This design comes from an exercise in tuning for small area, a short achievable clock period and few clock cycles per item on the open sky130 flow, not from production work.

## main
==> module bf_tape, before the edit <==
module bf_tape #(
  parameter int DATA_W = 8,
  parameter int ADDR_W = 8,
  parameter int DEPTH  = 2**ADDR_W
) (
  input  logic              clk,
  input  logic              rst_n,
  input  logic              cmd_valid,
  output logic              cmd_ready,
  input  logic [2:0]        cmd_op,
  input  logic [DATA_W-1:0] cmd_data,
  output logic [DATA_W-1:0] cell_out,
  output logic              cell_zero,
  output logic [ADDR_W-1:0] ptr_out,
  output logic              err
);
  localparam logic [2:0] OP_NOP = 3'd0, OP_INC = 3'd1, OP_DEC = 3'd2, OP_RIGHT = 3'd3,
                         OP_LEFT = 3'd4, OP_WRITE = 3'd5, OP_ADD = 3'd6, OP_CLEAR_ALL = 3'd7;
  localparam int NH = 16;    
  localparam int NL = 16;    
  logic [ADDR_W-1:0] ptr;
  logic [NH-1:0]     ph;     
  logic [NL-1:0]     pl;     
  logic [DATA_W-1:0] cur, nb_r, nb_l;
  logic              zero_q;
  logic              err_q;
  logic              clr_pend;
  logic              ready_q;
  logic [NH-1:0] wh;
  logic [NL-1:0] wl;
  assign wh = ph | {NH{clr_pend}};
  assign wl = pl | {NL{clr_pend}};
  logic [DATA_W-1:0] wdata;
  assign wdata = clr_pend ? '0 : cur;
  logic [DEPTH-1:0][DATA_W-1:0] cells;
  logic [DEPTH-1:0]             rsel;    
  for (genvar i = 0; i < DEPTH; i++) begin : g_cell
    localparam int IM = (i + DEPTH - 2) % DEPTH;
    localparam int IP = (i + 2) % DEPTH;
    always_ff @(posedge clk)
      if (wh[i / NL] && wl[i % NL]) cells[i] <= wdata;
    assign rsel[i] = (ph[IM / NL] && pl[IM % NL]) || (ph[IP / NL] && pl[IP % NL]);
  end
  logic [DATA_W-1:0] rd_b0, rd_b1;
  always_comb begin
    rd_b0 = '0;
    rd_b1 = '0;
    for (int i = 0; i < DEPTH; i++) begin
      if ((i >> 2) & 1) rd_b1 = rd_b1 | (cells[i] & {DATA_W{rsel[i]}});
      else              rd_b0 = rd_b0 | (cells[i] & {DATA_W{rsel[i]}});
    end
  end
  logic p2_hi;
  assign p2_hi = ptr[2] ^ ptr[1];
  logic accept, at_last, at_first;
  assign accept   = cmd_valid && ready_q;
  assign at_last  = ph[NH-1] && pl[NL-1];
  assign at_first = ph[0] && pl[0];
  logic mv_r, mv_l, clr, oob;
  assign mv_r = accept && cmd_op == OP_RIGHT && !at_last;
  assign mv_l = accept && cmd_op == OP_LEFT  && !at_first;
  assign clr  = accept && cmd_op == OP_CLEAR_ALL;
  assign oob  = accept && ((cmd_op == OP_RIGHT && at_last) || (cmd_op == OP_LEFT && at_first));
  logic [DATA_W-1:0] cur_nx;
  logic              zero_nx;
  logic [DATA_W-1:0] cur_inc, cur_dec, neg_cur;
  logic [ADDR_W-1:0] ptr_inc, ptr_dec, ptr_neg;
  bf_tape_step #(.W(DATA_W)) u_cur_step (.a(cur), .inc(cur_inc), .dec(cur_dec), .neg(neg_cur));
  logic [DATA_W-1:0] cur_add;
  bf_tape_add #(.W(DATA_W)) u_add (.a(cur), .b(cmd_data), .y(cur_add));
  bf_tape_step #(.W(ADDR_W)) u_ptr_step (.a(ptr), .inc(ptr_inc), .dec(ptr_dec), .neg(ptr_neg));
  always_comb begin
    cur_nx  = cur;
    zero_nx = zero_q;
    if (accept) begin
      case (cmd_op)
        OP_INC:       begin cur_nx = cur_inc;          zero_nx = (cur == '1); end
        OP_DEC:       begin cur_nx = cur_dec;          zero_nx = (cur == DATA_W'(1)); end
        OP_WRITE:     begin cur_nx = cmd_data;         zero_nx = (cmd_data == '0); end
        OP_ADD:       begin cur_nx = cur_add;            zero_nx = (cmd_data == neg_cur); end
        OP_RIGHT:     if (!at_last)  begin cur_nx = nb_r; zero_nx = (nb_r == '0); end
        OP_LEFT:      if (!at_first) begin cur_nx = nb_l; zero_nx = (nb_l == '0); end
        OP_CLEAR_ALL: begin cur_nx = '0; zero_nx = 1'b1; end
        default: ;
      endcase
    end
  end
  logic              hold_nb;
  logic [DATA_W-1:0] nb_r_nx, nb_l_nx;
  assign hold_nb = ready_q && !(clr || mv_r || mv_l);
  assign nb_r_nx = (rd_b1 & {DATA_W{mv_r && !clr_pend && p2_hi}})
                 | (rd_b0 & {DATA_W{mv_r && !clr_pend && !p2_hi}})
                 | (cur   & {DATA_W{mv_l}})
                 | (nb_r  & {DATA_W{hold_nb}});
  assign nb_l_nx = (rd_b0 & {DATA_W{mv_l && !clr_pend && p2_hi}})
                 | (rd_b1 & {DATA_W{mv_l && !clr_pend && !p2_hi}})
                 | (cur   & {DATA_W{mv_r}})
                 | (nb_l  & {DATA_W{hold_nb}});
  always_ff @(posedge clk) begin
    nb_r <= nb_r_nx;
    nb_l <= nb_l_nx;
  end
  always_ff @(posedge clk or negedge rst_n) begin
    if (!rst_n) begin
      ph       <= NH'(1);
      pl       <= NL'(1);
      clr_pend <= 1'b1;
      ready_q  <= 1'b0;
    end else begin
      ready_q  <= 1'b1;
      clr_pend <= clr;
      if (clr) begin
        ph <= NH'(1);
        pl <= NL'(1);
      end else if (mv_r) begin
        pl <= {pl[NL-2:0], pl[NL-1]};
        if (pl[NL-1]) ph <= {ph[NH-2:0], ph[NH-1]};
      end else if (mv_l) begin
        pl <= {pl[0], pl[NL-1:1]};
        if (pl[0]) ph <= {ph[0], ph[NH-1:1]};
      end
    end
  end
  always_ff @(posedge clk) begin
    if (!ready_q) begin
      ptr    <= '0;
      cur    <= '0;
      zero_q <= 1'b1;
      err_q  <= 1'b0;
    end else begin
      cur    <= cur_nx;
      zero_q <= zero_nx;
      if (oob) err_q <= 1'b1;
      if (clr)       ptr <= '0;
      else if (mv_r) ptr <= ptr_inc;
      else if (mv_l) ptr <= ptr_dec;
    end
  end
  assign cmd_ready = ready_q;
  assign cell_out  = cur;
  assign cell_zero = zero_q;
  assign ptr_out   = ptr;
  assign err       = err_q;
endmodule
==> module bf_tape_add, before the edit <==
module bf_tape_add #(parameter int W = 8) (
  input  logic [W-1:0] a,
  input  logic [W-1:0] b,
  output logic [W-1:0] y
);
  localparam int L = (W <= 2) ? 1 : (W <= 4) ? 2 : (W <= 8) ? 3 : (W <= 16) ? 4 : 5;
  logic [W-1:0] g [L+1];
  logic [W-1:0] p [L+1];
  assign g[0] = a & b;
  assign p[0] = a ^ b;
  for (genvar l = 0; l < L; l++) begin : g_lvl
    for (genvar i = 0; i < W; i++) begin : g_bit
      if (i >= (1 << l)) begin : g_comb
        assign g[l+1][i] = g[l][i] | (p[l][i] & g[l][i - (1 << l)]);
        assign p[l+1][i] = p[l][i] & p[l][i - (1 << l)];
      end else begin : g_pass
        assign g[l+1][i] = g[l][i];
        assign p[l+1][i] = p[l][i];
      end
    end
  end
  assign y = p[0] ^ {g[L][W-2:0], 1'b0};
endmodule
Settings: LEC_CHECK=0, ABC_AREA=1, CAP_MARGIN=20, CORE_MARGIN=2, CORE_UTILIZATION=60, CTS_CLUSTER_DIAMETER=100, CTS_CLUSTER_SIZE=25, SETUP_SLACK_MARGIN=3.5, SLEW_MARGIN=40, SYNTH_HIERARCHICAL=1, SYNTH_MINIMUM_KEEP_SIZE=0; clock period 6.0 ns.
run.sh (not shown) runs the stock make flow with config.mk's settings and CLKGATE_MAP_FILE= SYNTH_SCRIPT=/design/flow/synth_recipe.tcl, a recipe that flattens the netlist after the stock synthesis.
Input-level comparison between the feature branch and main:
diff --git a/flow/design.v b/flow/design.v
--- a/flow/design.v
+++ b/flow/design.v
@@ -48,12 +48,15 @@
     for (int i = 0; i < DEPTH; i++) begin
       if ((i >> 2) & 1) rd_b1 = rd_b1 | (cells[i] & {DATA_W{rsel[i]}});
       else              rd_b0 = rd_b0 | (cells[i] & {DATA_W{rsel[i]}});
     end
   end
-  logic p2_hi;
+  logic              p2_hi;
+  logic [DATA_W-1:0] rd_p2, rd_m2;
   assign p2_hi = ptr[2] ^ ptr[1];
+  assign rd_p2 = clr_pend ? '0 : (p2_hi ? rd_b1 : rd_b0);
+  assign rd_m2 = clr_pend ? '0 : (p2_hi ? rd_b0 : rd_b1);
   logic accept, at_last, at_first;
   assign accept   = cmd_valid && ready_q;
   assign at_last  = ph[NH-1] && pl[NL-1];
   assign at_first = ph[0] && pl[0];
   logic mv_r, mv_l, clr, oob;
@@ -83,25 +86,10 @@
         OP_CLEAR_ALL: begin cur_nx = '0; zero_nx = 1'b1; end
         default: ;
       endcase
     end
   end
-  logic              hold_nb;
-  logic [DATA_W-1:0] nb_r_nx, nb_l_nx;
-  assign hold_nb = ready_q && !(clr || mv_r || mv_l);
-  assign nb_r_nx = (rd_b1 & {DATA_W{mv_r && !clr_pend && p2_hi}})
-                 | (rd_b0 & {DATA_W{mv_r && !clr_pend && !p2_hi}})
-                 | (cur   & {DATA_W{mv_l}})
-                 | (nb_r  & {DATA_W{hold_nb}});
-  assign nb_l_nx = (rd_b0 & {DATA_W{mv_l && !clr_pend && p2_hi}})
-                 | (rd_b1 & {DATA_W{mv_l && !clr_pend && !p2_hi}})
-                 | (cur   & {DATA_W{mv_r}})
-                 | (nb_l  & {DATA_W{hold_nb}});
-  always_ff @(posedge clk) begin
-    nb_r <= nb_r_nx;
-    nb_l <= nb_l_nx;
-  end
   always_ff @(posedge clk or negedge rst_n) begin
     if (!rst_n) begin
       ph       <= NH'(1);
       pl       <= NL'(1);
       clr_pend <= 1'b1;
@@ -123,19 +111,31 @@
   end
   always_ff @(posedge clk) begin
     if (!ready_q) begin
       ptr    <= '0;
       cur    <= '0;
+      nb_r   <= '0;
+      nb_l   <= '0;
       zero_q <= 1'b1;
       err_q  <= 1'b0;
     end else begin
       cur    <= cur_nx;
       zero_q <= zero_nx;
       if (oob) err_q <= 1'b1;
-      if (clr)       ptr <= '0;
-      else if (mv_r) ptr <= ptr_inc;
-      else if (mv_l) ptr <= ptr_dec;
+      if (clr) begin
+        ptr  <= '0;
+        nb_r <= '0;
+        nb_l <= '0;
+      end else if (mv_r) begin
+        ptr  <= ptr_inc;
+        nb_l <= cur;
+        nb_r <= rd_p2;
+      end else if (mv_l) begin
+        ptr  <= ptr_dec;
+        nb_r <= cur;
+        nb_l <= rd_m2;
+      end
     end
   end
   assign cmd_ready = ready_q;
   assign cell_out  = cur;
   assign cell_zero = zero_q;
@@ -155,11 +155,11 @@
 module bf_tape_add #(parameter int W = 8) (
   input  logic [W-1:0] a,
   input  logic [W-1:0] b,
   output logic [W-1:0] y
 );
-  localparam int L = (W <= 2) ? 1 : (W <= 4) ? 2 : (W <= 8) ? 3 : (W <= 16) ? 4 : 5;
+  localparam int L = $clog2(W);
   logic [W-1:0] g [L+1];
   logic [W-1:0] p [L+1];
   assign g[0] = a & b;
   assign p[0] = a ^ b;
   for (genvar l = 0; l < L; l++) begin : g_lvl
## What came out
- First-pass iteration count of the detailed router: main and the feature branch compared, lower one is the feature branch
- Going from main to the feature branch, worst-case setup slack after placement moved up, placed cell area stayed essentially flat, antenna cell count lower, count of plain and timing-repair buffers decreased by 27% relative to the old numbers.
- Synthesized instance count: the feature branch vs main — no meaningful difference
No run of this note included a check of the RTL's function; only the layout flow was run.

-- static timing again, ports no longer ideal --
No port has a modelled driver above. Below, the same layouts with a new extraction and two added sets of constraints. Step 1 (the two cells are an assumption about what drives the block):
set clk [get_ports {clk}]
set_driving_cell -lib_cell sky130_fd_sc_hd__clkbuf_16 $clk
set_driving_cell -lib_cell sky130_fd_sc_hd__buf_2 [delete_from_list [all_inputs] $clk]
Step 2 adds t to the input delays and takes it off the output delays; t is the mean of the earliest and latest rising clock arrival at the registers after step 1. Input paths then give back, and output paths get back, about the clock's delay inside the block. Slacks: ideal ports / drivers / drivers and shift; pairs: ideal ports / drivers.
| run | t, ns | setup WS [ns] | latest minus earliest clock arrival (ns) | worst slew at a driven data input, ns | cell pins on the clock port's net |
|---|---|---|---|---|---|
| main | 0.835 | 3.381 / 3.300 / 2.783 | 0.043 / 0.042 | 0.07 | 1 |
| the feature branch | 0.818 | 3.489 / 3.446 / 2.820 | 0.035 / 0.034 | 0.03 | 1 |
After both steps every run listed still meets setup and hold. For the feature branch, which loses most, drivers alone change the setup slack by -0.043 ns; drivers and shift together by -0.669 ns.
